This design comes from an exercise in tuning for small area and a short achievable clock period on the open sky130 flow, not from production work. In this exercise RTL edits were held to simulation tests only and were not proved equivalent to the original. Power is estimated from default activity; no workload was simulated.

==> trial 63: inputs <==
Design cpuTop, start of the top module:
module cpuTop (
  input  wire logic                          clk,
  input  wire logic                          arstN,
  input  wire logic [cpuPkg::instWidth-1:0]  inst,
  input  wire logic                          instValid,
  output logic                               resultValid,
  output logic      [cpuPkg::dataWidth-1:0]  result,
  output logic                               overflow,
  output logic                               illegal
);
  logic [cpuPkg::selCount-1:0] resSel;
  logic useImm, zeroA, regWrite, destIsRd, memWrite, illegalOp, ovfAdd, ovfSub;
  instDecoder dec (
    .inst(inst), .resSel(resSel), .useImm(useImm), .zeroA(zeroA), .regWrite(regWrite),
    .destIsRd(destIsRd), .memWrite(memWrite), .illegalOp(illegalOp),
    .ovfAdd(ovfAdd), .ovfSub(ovfSub)
  );
  execStage exec (
    .clk(clk), .arstN(arstN), .inst(inst), .instValid(instValid),
    .resSel(resSel), .useImm(useImm), .zeroA(zeroA), .regWrite(regWrite),
    .destIsRd(destIsRd), .memWrite(memWrite), .illegalOp(illegalOp),
    .ovfAdd(ovfAdd), .ovfSub(ovfSub),
    .resultValid(resultValid), .result(result),
  ...
Settings: LEC_CHECK=0, CAP_MARGIN=20, CORE_MARGIN=2, CORE_UTILIZATION=35, CTS_CLUSTER_DIAMETER=80, CTS_CLUSTER_SIZE=22, SETUP_SLACK_MARGIN=5, SLEW_MARGIN=20; clock period 8.5 ns.
standard.sh (not shown) runs the stock make flow with config.mk's settings and CLKGATE_MAP_FILE= SYNTH_SCRIPT=/design/flow/synth_recipe.tcl, a recipe that flattens the netlist after the stock synthesis.
==> flow/flow/run.sh <==
#!/bin/bash
# The standard layout (standard.sh, ORFS on the standard flow's config) with two changes:
# the port buffers are buf_4 cells rather than buffer_ports' default pick
# (a slow delay buffer that the timing repair, held to the same footprint,
# could not replace), and the timing repair may change a cell's footprint.
# make's output goes to make_finish.log here; ORFS keeps each step's log
# under orfs/logs.
set -euo pipefail
export BUFFER_PORTS_ARGS="-buffer_cell sky130_fd_sc_hd__buf_4"
bash standard.sh MATCH_CELL_FOOTPRINT=0 finish > make_finish.log 2>&1
==> inputs of build 65, as changes to trial 63 <==
--- a/flow/design.v
+++ b/flow/design.v
@@ -30,12 +30,13 @@
   localparam int selOr  = 3;   
   localparam int selNor = 4;
   localparam int selSlt = 5;   
   localparam int selSll = 6;
   localparam int selSrl = 7;
-  localparam int selMem = 8;   
-  localparam int selCount = 9;
+  localparam int selLui = 8;   
+  localparam int selMem = 9;   
+  localparam int selCount = 10;
 endpackage
 `default_nettype wire
 `timescale 1ns/10ps
 `default_nettype none
 module aluCore (
@@ -48,34 +49,34 @@
   output logic      [cpuPkg::dataWidth-1:0]   result,
   output logic                                overflow
 );
   localparam int msb = cpuPkg::dataWidth - 1;
   localparam int w   = cpuPkg::dataWidth;
-  logic         subtract;
-  logic [w-1:0] opBs, sum;
-  logic         carry, lessThan;
+  logic [w-1:0] sum, diff;
+  logic         lessThan;
   logic [w-1:0] shIn, shOut;
-  assign subtract = resSel[cpuPkg::selSub] | resSel[cpuPkg::selSlt];
-  assign opBs     = opB ^ {w{subtract}};
-  assign {carry, sum} = {1'b0, opA} + {1'b0, opBs} + (w+1)'(subtract);
-  assign lessThan = ~carry;   
+  assign sum = opA + opB;
+  assign {lessThan, diff} = {1'b0, opA} - {1'b0, opB};   
   always_comb begin
     for (int i = 0; i < w; i++)
       shIn[i] = resSel[cpuPkg::selSrl] ? opB[w-1-i] : opB[i];
   end
   assign shOut = shIn << shamt;
   always_comb begin
-    result = ({w{resSel[cpuPkg::selAdd] | resSel[cpuPkg::selSub]}} & sum)
+    result = ({w{resSel[cpuPkg::selAdd]}} & sum)
+           | ({w{resSel[cpuPkg::selSub]}} & diff)
            | ({w{resSel[cpuPkg::selAnd]}} & (opA & opB))
            | ({w{resSel[cpuPkg::selOr]}}  & (opA | opB))
            | ({w{resSel[cpuPkg::selNor]}} & ~(opA | opB))
            | ({w{resSel[cpuPkg::selSlt]}} & {{msb{1'b0}}, lessThan})
-           | ({w{resSel[cpuPkg::selSll]}} & shOut);   
+           | ({w{resSel[cpuPkg::selSll]}} & shOut)
+           | ({w{resSel[cpuPkg::selLui]}} & opB);   
     for (int i = 0; i < w; i++)
       result[i] = result[i] | (resSel[cpuPkg::selSrl] & shOut[w-1-i]);
   end
-  assign overflow = (ovfAdd | ovfSub) & (opA[msb] == opBs[msb]) & (sum[msb] != opA[msb]);
+  assign overflow = (ovfAdd & (opA[msb] == opB[msb]) & (sum[msb] != opA[msb]))
+                  | (ovfSub & (opA[msb] != opB[msb]) & (diff[msb] != opA[msb]));
 endmodule
 `default_nettype wire
 `timescale 1ns/10ps
 `default_nettype none
 module regFile (
@@ -196,11 +197,10 @@
 `default_nettype none
 module instDecoder (
   input  wire logic [cpuPkg::instWidth-1:0]  inst,
   output logic      [cpuPkg::selCount-1:0]   resSel,      
   output logic                               useImm,      
-  output logic                               zeroA,       
   output logic                               regWrite,
   output logic                               destIsRd,
   output logic                               memWrite,
   output logic                               illegalOp,
   output logic                               ovfAdd,
@@ -211,11 +211,10 @@
   assign opcode = inst[31:26];
   assign funct  = inst[5:0];
   always_comb begin
     resSel    = '0;
     useImm    = 1'b0;
-    zeroA     = 1'b0;
     regWrite  = 1'b0;
     destIsRd  = 1'b0;
     memWrite  = 1'b0;
     illegalOp = 1'b0;
     ovfAdd    = 1'b0;
@@ -276,12 +275,11 @@
         resSel[cpuPkg::selSlt] = 1'b1;
         useImm   = 1'b1;
         regWrite = 1'b1;
       end
       cpuPkg::opLui: begin
-        resSel[cpuPkg::selOr] = 1'b1;   
-        zeroA    = 1'b1;
+        resSel[cpuPkg::selLui] = 1'b1;
         useImm   = 1'b1;
         regWrite = 1'b1;
       end
       default: illegalOp = 1'b1;
     endcase
@@ -295,11 +293,10 @@
   input  wire logic                              arstN,
   input  wire logic [cpuPkg::instWidth-1:0]      inst,
   input  wire logic                              instValid,
   input  wire logic [cpuPkg::selCount-1:0]       resSel,
   input  wire logic                              useImm,
-  input  wire logic                              zeroA,
   input  wire logic                              regWrite,
   input  wire logic                              destIsRd,
   input  wire logic                              memWrite,
   input  wire logic                              illegalOp,
   input  wire logic                              ovfAdd,
@@ -338,14 +335,14 @@
       dMemWr <= instValid & memWrite;
       wWr    <= dRegWr;
     end
   end
   logic nextBA, nextBX, nextBS, pendA, pendB;
-  assign nextBA = dRegWr && (dWa == rs) && !zeroA;
+  assign nextBA = dRegWr && (dWa == rs);
   assign nextBX = dRegWr && (dWa == rt) && !useImm;
   assign nextBS = dRegWr && (dWa == rt) && memWrite;
-  assign pendA  = wWr && (wWa == rs) && !nextBA && !zeroA;
+  assign pendA  = wWr && (wWa == rs) && !nextBA;
   assign pendB  = wWr && (wWa == rt) && !(dRegWr && (dWa == rt));
   logic [w-1:0] opBReg;
   assign opBReg = rdB | (result & {w{pendB}});
   always_ff @(posedge clk) begin
     dWa      <= wa;
@@ -370,11 +367,11 @@
   assign opX    = pX | (aluR & {w{bXAlu}}) | (memR & {w{bXMem}});
   assign stData = pS | (aluR & {w{bSAlu}}) | (memR & {w{bSMem}});
   regFile regs (
     .clk(clk), .arstN(arstN),
     .rs(rs), .rt(rt),
-    .rdAEn(!nextBA && !pendA && !zeroA),
+    .rdAEn(!nextBA && !pendA),
     .rdBEn(!(dRegWr && (dWa == rt)) && !pendB),
     .rdA(rdA), .rdB(rdB),
     .wrEn(wWr), .wrAddr(wWa), .wrData(result)
   );
   dataMem mem (
@@ -412,19 +409,19 @@
   output logic      [cpuPkg::dataWidth-1:0]  result,
   output logic                               overflow,
   output logic                               illegal
 );
   logic [cpuPkg::selCount-1:0] resSel;
-  logic useImm, zeroA, regWrite, destIsRd, memWrite, illegalOp, ovfAdd, ovfSub;
+  logic useImm, regWrite, destIsRd, memWrite, illegalOp, ovfAdd, ovfSub;
   instDecoder dec (
-    .inst(inst), .resSel(resSel), .useImm(useImm), .zeroA(zeroA), .regWrite(regWrite),
+    .inst(inst), .resSel(resSel), .useImm(useImm), .regWrite(regWrite),
     .destIsRd(destIsRd), .memWrite(memWrite), .illegalOp(illegalOp),
     .ovfAdd(ovfAdd), .ovfSub(ovfSub)
   );
   execStage exec (
     .clk(clk), .arstN(arstN), .inst(inst), .instValid(instValid),
-    .resSel(resSel), .useImm(useImm), .zeroA(zeroA), .regWrite(regWrite),
+    .resSel(resSel), .useImm(useImm), .regWrite(regWrite),
     .destIsRd(destIsRd), .memWrite(memWrite), .illegalOp(illegalOp),
     .ovfAdd(ovfAdd), .ovfSub(ovfSub),
     .resultValid(resultValid), .result(result),
     .overflow(overflow), .illegal(illegal)
   );
- CORE_UTILIZATION: 35 -> 30
- CTS_CLUSTER_DIAMETER: 80 -> 100
- CTS_CLUSTER_SIZE: 22 -> 26
- PLACE_DENSITY: not set -> 0.55
==> inputs of build 17, as changes to trial 63 <==
--- a/flow/design.v
+++ b/flow/design.v
@@ -30,12 +30,13 @@
   localparam int selOr  = 3;   
   localparam int selNor = 4;
   localparam int selSlt = 5;   
   localparam int selSll = 6;
   localparam int selSrl = 7;
-  localparam int selMem = 8;   
-  localparam int selCount = 9;
+  localparam int selLui = 8;   
+  localparam int selMem = 9;   
+  localparam int selCount = 10;
 endpackage
 `default_nettype wire
 `timescale 1ns/10ps
 `default_nettype none
 module aluCore (
@@ -48,34 +49,27 @@
   output logic      [cpuPkg::dataWidth-1:0]   result,
   output logic                                overflow
 );
   localparam int msb = cpuPkg::dataWidth - 1;
   localparam int w   = cpuPkg::dataWidth;
-  logic         subtract;
-  logic [w-1:0] opBs, sum;
-  logic         carry, lessThan;
-  logic [w-1:0] shIn, shOut;
-  assign subtract = resSel[cpuPkg::selSub] | resSel[cpuPkg::selSlt];
-  assign opBs     = opB ^ {w{subtract}};
-  assign {carry, sum} = {1'b0, opA} + {1'b0, opBs} + (w+1)'(subtract);
-  assign lessThan = ~carry;   
+  logic [w-1:0] sum, diff;
+  logic         lessThan;
+  assign sum = opA + opB;
+  assign {lessThan, diff} = {1'b0, opA} - {1'b0, opB};   
   always_comb begin
-    for (int i = 0; i < w; i++)
-      shIn[i] = resSel[cpuPkg::selSrl] ? opB[w-1-i] : opB[i];
-  end
-  assign shOut = shIn << shamt;
-  always_comb begin
-    result = ({w{resSel[cpuPkg::selAdd] | resSel[cpuPkg::selSub]}} & sum)
+    result = ({w{resSel[cpuPkg::selAdd]}} & sum)
+           | ({w{resSel[cpuPkg::selSub]}} & diff)
            | ({w{resSel[cpuPkg::selAnd]}} & (opA & opB))
            | ({w{resSel[cpuPkg::selOr]}}  & (opA | opB))
            | ({w{resSel[cpuPkg::selNor]}} & ~(opA | opB))
            | ({w{resSel[cpuPkg::selSlt]}} & {{msb{1'b0}}, lessThan})
-           | ({w{resSel[cpuPkg::selSll]}} & shOut);   
-    for (int i = 0; i < w; i++)
-      result[i] = result[i] | (resSel[cpuPkg::selSrl] & shOut[w-1-i]);
+           | ({w{resSel[cpuPkg::selSll]}} & (opB << shamt))
+           | ({w{resSel[cpuPkg::selSrl]}} & (opB >> shamt))
+           | ({w{resSel[cpuPkg::selLui]}} & opB);   
   end
-  assign overflow = (ovfAdd | ovfSub) & (opA[msb] == opBs[msb]) & (sum[msb] != opA[msb]);
+  assign overflow = (ovfAdd & (opA[msb] == opB[msb]) & (sum[msb] != opA[msb]))
+                  | (ovfSub & (opA[msb] != opB[msb]) & (diff[msb] != opA[msb]));
 endmodule
 `default_nettype wire
 `timescale 1ns/10ps
 `default_nettype none
 module regFile (
@@ -111,17 +105,15 @@
   end
   always_comb begin
     rdA = '0;
     rdB = '0;
     for (int i = 1; i < n; i++) begin
-      rdA = rdA | (regs[i] & {w{(rs == i) && written[i]}})
-                | (w'(i * cpuPkg::regResetStep) & {w{(rs == i) && !written[i]}});
-      rdB = rdB | (regs[i] & {w{(rt == i) && written[i]}})
-                | (w'(i * cpuPkg::regResetStep) & {w{(rt == i) && !written[i]}});
+      rdA = rdA | (regs[i] & {w{rdAEn && (rs == i) && written[i]}})
+                | (w'(i * cpuPkg::regResetStep) & {w{rdAEn && (rs == i) && !written[i]}});
+      rdB = rdB | (regs[i] & {w{rdBEn && (rt == i) && written[i]}})
+                | (w'(i * cpuPkg::regResetStep) & {w{rdBEn && (rt == i) && !written[i]}});
     end
-    rdA = rdA & {w{rdAEn}};
-    rdB = rdB & {w{rdBEn}};
   end
 endmodule
 `default_nettype wire
 `timescale 1ns/10ps
 `default_nettype none
@@ -176,31 +168,28 @@
     always_ff @(posedge clk) begin
       if (memWe && hit[i])
         mem[i] <= memWrData;
     end
   end
-  logic [w:0] half [16];
-  logic [w:0] rdWord;
+  logic [w-1:0] half [16];
   always_comb begin
-    rdWord = '0;
+    memRdData = '0;
     for (int j = 0; j < 16; j++) begin
       half[j] = '0;
       for (int k = 0; k < 4; k++)
-        half[j] = half[j] | ({written[4*j+k], mem[4*j+k]} & {(w+1){loHit[(4*j+k) % 8]}});
-      rdWord = rdWord | (half[j] & {(w+1){hiHit[j % 2][j / 2] && memRe}});
+        half[j] = half[j] | (mem[4*j+k] & {w{loHit[(4*j+k) % 8] && written[4*j+k]}});
+      memRdData = memRdData | (half[j] & {w{hiHit[j % 2][j / 2] && memRe}});
     end
-    memRdData = rdWord[w-1:0] & {w{rdWord[w]}};
   end
 endmodule
 `default_nettype wire
 `timescale 1ns/10ps
 `default_nettype none
 module instDecoder (
   input  wire logic [cpuPkg::instWidth-1:0]  inst,
   output logic      [cpuPkg::selCount-1:0]   resSel,      
   output logic                               useImm,      
-  output logic                               zeroA,       
   output logic                               regWrite,
   output logic                               destIsRd,
   output logic                               memWrite,
   output logic                               illegalOp,
   output logic                               ovfAdd,
@@ -211,11 +200,10 @@
   assign opcode = inst[31:26];
   assign funct  = inst[5:0];
   always_comb begin
     resSel    = '0;
     useImm    = 1'b0;
-    zeroA     = 1'b0;
     regWrite  = 1'b0;
     destIsRd  = 1'b0;
     memWrite  = 1'b0;
     illegalOp = 1'b0;
     ovfAdd    = 1'b0;
@@ -276,12 +264,11 @@
         resSel[cpuPkg::selSlt] = 1'b1;
         useImm   = 1'b1;
         regWrite = 1'b1;
       end
       cpuPkg::opLui: begin
-        resSel[cpuPkg::selOr] = 1'b1;   
-        zeroA    = 1'b1;
+        resSel[cpuPkg::selLui] = 1'b1;
         useImm   = 1'b1;
         regWrite = 1'b1;
       end
       default: illegalOp = 1'b1;
     endcase
@@ -295,11 +282,10 @@
   input  wire logic                              arstN,
   input  wire logic [cpuPkg::instWidth-1:0]      inst,
   input  wire logic                              instValid,
   input  wire logic [cpuPkg::selCount-1:0]       resSel,
   input  wire logic                              useImm,
-  input  wire logic                              zeroA,
   input  wire logic                              regWrite,
   input  wire logic                              destIsRd,
   input  wire logic                              memWrite,
   input  wire logic                              illegalOp,
   input  wire logic                              ovfAdd,
@@ -318,11 +304,11 @@
   logic                            dValid, dRegWr, dMemWr;
   logic [cpuPkg::regAddrWidth-1:0] dWa;
   logic [cpuPkg::selCount-1:0]     dSel;
   logic                            dOvfAdd, dOvfSub, dIllegal;
   logic [w-1:0]                    pA, pX, pS;
-  logic                            bAAlu, bXAlu, bSAlu, bAMem, bXMem, bSMem;
+  logic                            bA, bX, bS;
   logic                            aluOvf;
   logic [w-1:0]                    aluR, memR;
   logic                            wWr;
   logic [cpuPkg::regAddrWidth-1:0] wWa;
   assign result = aluR | memR;   
@@ -338,14 +324,14 @@
       dMemWr <= instValid & memWrite;
       wWr    <= dRegWr;
     end
   end
   logic nextBA, nextBX, nextBS, pendA, pendB;
-  assign nextBA = dRegWr && (dWa == rs) && !zeroA;
+  assign nextBA = dRegWr && (dWa == rs);
   assign nextBX = dRegWr && (dWa == rt) && !useImm;
   assign nextBS = dRegWr && (dWa == rt) && memWrite;
-  assign pendA  = wWr && (wWa == rs) && !nextBA && !zeroA;
+  assign pendA  = wWr && (wWa == rs) && !nextBA;
   assign pendB  = wWr && (wWa == rt) && !(dRegWr && (dWa == rt));
   logic [w-1:0] opBReg;
   assign opBReg = rdB | (result & {w{pendB}});
   always_ff @(posedge clk) begin
     dWa      <= wa;
@@ -354,34 +340,31 @@
     dOvfSub  <= ovfSub;
     dIllegal <= illegalOp;
     pA       <= rdA | (result & {w{pendA}});
     pX       <= useImm ? inst[15:0] : opBReg;
     pS       <= memWrite ? opBReg : w'(inst[10:6]);   
-    bAAlu    <= nextBA && !dSel[cpuPkg::selMem];
-    bXAlu    <= nextBX && !dSel[cpuPkg::selMem];
-    bSAlu    <= nextBS && !dSel[cpuPkg::selMem];
-    bAMem    <= nextBA && dSel[cpuPkg::selMem];
-    bXMem    <= nextBX && dSel[cpuPkg::selMem];
-    bSMem    <= nextBS && dSel[cpuPkg::selMem];
+    bA       <= nextBA;
+    bX       <= nextBX;
+    bS       <= nextBS;
   end
   logic [w-1:0]                    opA, opX, stData;
   logic [w-1:0]                    memRdData;   
   logic [w-1:0]                    aluData;
-  assign opA    = pA | (aluR & {w{bAAlu}}) | (memR & {w{bAMem}});
-  assign opX    = pX | (aluR & {w{bXAlu}}) | (memR & {w{bXMem}});
-  assign stData = pS | (aluR & {w{bSAlu}}) | (memR & {w{bSMem}});
+  assign opA    = pA | (aluR & {w{bA}}) | (memR & {w{bA}});
+  assign opX    = pX | (aluR & {w{bX}}) | (memR & {w{bX}});
+  assign stData = pS | (aluR & {w{bS}}) | (memR & {w{bS}});
   regFile regs (
     .clk(clk), .arstN(arstN),
     .rs(rs), .rt(rt),
-    .rdAEn(!nextBA && !pendA && !zeroA),
+    .rdAEn(!nextBA && !pendA),
     .rdBEn(!(dRegWr && (dWa == rt)) && !pendB),
     .rdA(rdA), .rdB(rdB),
     .wrEn(wWr), .wrAddr(wWa), .wrData(result)
   );
   dataMem mem (
     .clk(clk), .arstN(arstN),
-    .addrA(opA[cpuPkg::memAddrWidth-1:0]), .addrB(pX[cpuPkg::memAddrWidth-1:0]),   
+    .addrA(opA[cpuPkg::memAddrWidth-1:0]), .addrB(opX[cpuPkg::memAddrWidth-1:0]),
     .memWrData(stData), .memWe(dMemWr), .memRe(dSel[cpuPkg::selMem]),
     .memRdData(memRdData)
   );
   aluCore alu (
     .opA(opA), .opB(opX), .resSel(dSel), .shamt(pS[cpuPkg::shamtWidth-1:0]),
@@ -412,19 +395,19 @@
   output logic      [cpuPkg::dataWidth-1:0]  result,
   output logic                               overflow,
   output logic                               illegal
 );
   logic [cpuPkg::selCount-1:0] resSel;
-  logic useImm, zeroA, regWrite, destIsRd, memWrite, illegalOp, ovfAdd, ovfSub;
+  logic useImm, regWrite, destIsRd, memWrite, illegalOp, ovfAdd, ovfSub;
   instDecoder dec (
-    .inst(inst), .resSel(resSel), .useImm(useImm), .zeroA(zeroA), .regWrite(regWrite),
+    .inst(inst), .resSel(resSel), .useImm(useImm), .regWrite(regWrite),
     .destIsRd(destIsRd), .memWrite(memWrite), .illegalOp(illegalOp),
     .ovfAdd(ovfAdd), .ovfSub(ovfSub)
   );
   execStage exec (
     .clk(clk), .arstN(arstN), .inst(inst), .instValid(instValid),
-    .resSel(resSel), .useImm(useImm), .zeroA(zeroA), .regWrite(regWrite),
+    .resSel(resSel), .useImm(useImm), .regWrite(regWrite),
     .destIsRd(destIsRd), .memWrite(memWrite), .illegalOp(illegalOp),
     .ovfAdd(ovfAdd), .ovfSub(ovfSub),
     .resultValid(resultValid), .result(result),
     .overflow(overflow), .illegal(illegal)
   );
==> flow/run.sh (new file) <==
#!/bin/bash
# synth_recipe.tcl (not shown) runs the flow's synth.tcl, then flattens the netlist and writes it again
# the make line also repeats each setting of config.mk as NAME=value (left out here)
make -C /OpenROAD-flow-scripts/flow DESIGN_CONFIG=/design/flow/config.mk WORK_HOME=/design/flow/orfs CLKGATE_MAP_FILE= SYNTH_SCRIPT=/design/flow/synth_recipe.tcl finish
- SETUP_SLACK_MARGIN: 5 -> 4.5
removed: flow/flow/run.sh
removed: flow/standard.sh
==> notes <==
- Against build 65, the design area of build 17 is higher by 0.35%.
- The lowest clock skew belongs to trial 63, the highest to build 17.
- Clock-buffer cell count, highest first: build 17, trial 63, build 65.
- Total power, lowest first: build 17, build 65, trial 63.

==> afterwards: timing with drivers on the ports <==
In the flow no input, the clock included, has a driving cell. The finished layouts below were timed again as built, in two steps.
Step 1 sets driving cells, clkbuf_16 on the clock port and buf_2 on the other inputs (assumed; they add their load-dependent delay and slew).
Step 2 also shifts input and output timing later by t, the mid clock arrival at the registers, as if the neighbouring blocks saw the same clock.
Slacks: no drivers / after step 1 / after step 2; pairs: no drivers / after step 1.
run	shift t [ns]	setup slack, ns	hold WS [ns]	worst slew at a driven data input, ns
trial 63	0.794	4.829 / 4.829 / 4.110	0.341 / 0.341 / 0.341	0.05
build 65	0.787	4.952 / 4.934 / 4.300	0.336 / 0.336 / 0.336	0.04
build 17	0.812	4.427 / 4.427 / 3.738	0.273 / 0.273 / 0.273	0.18
After both steps setup and hold are still met in every run listed. The setup slack of trial 63, which loses most, moves by 0.000 ns with the drivers and by -0.719 ns with both steps.
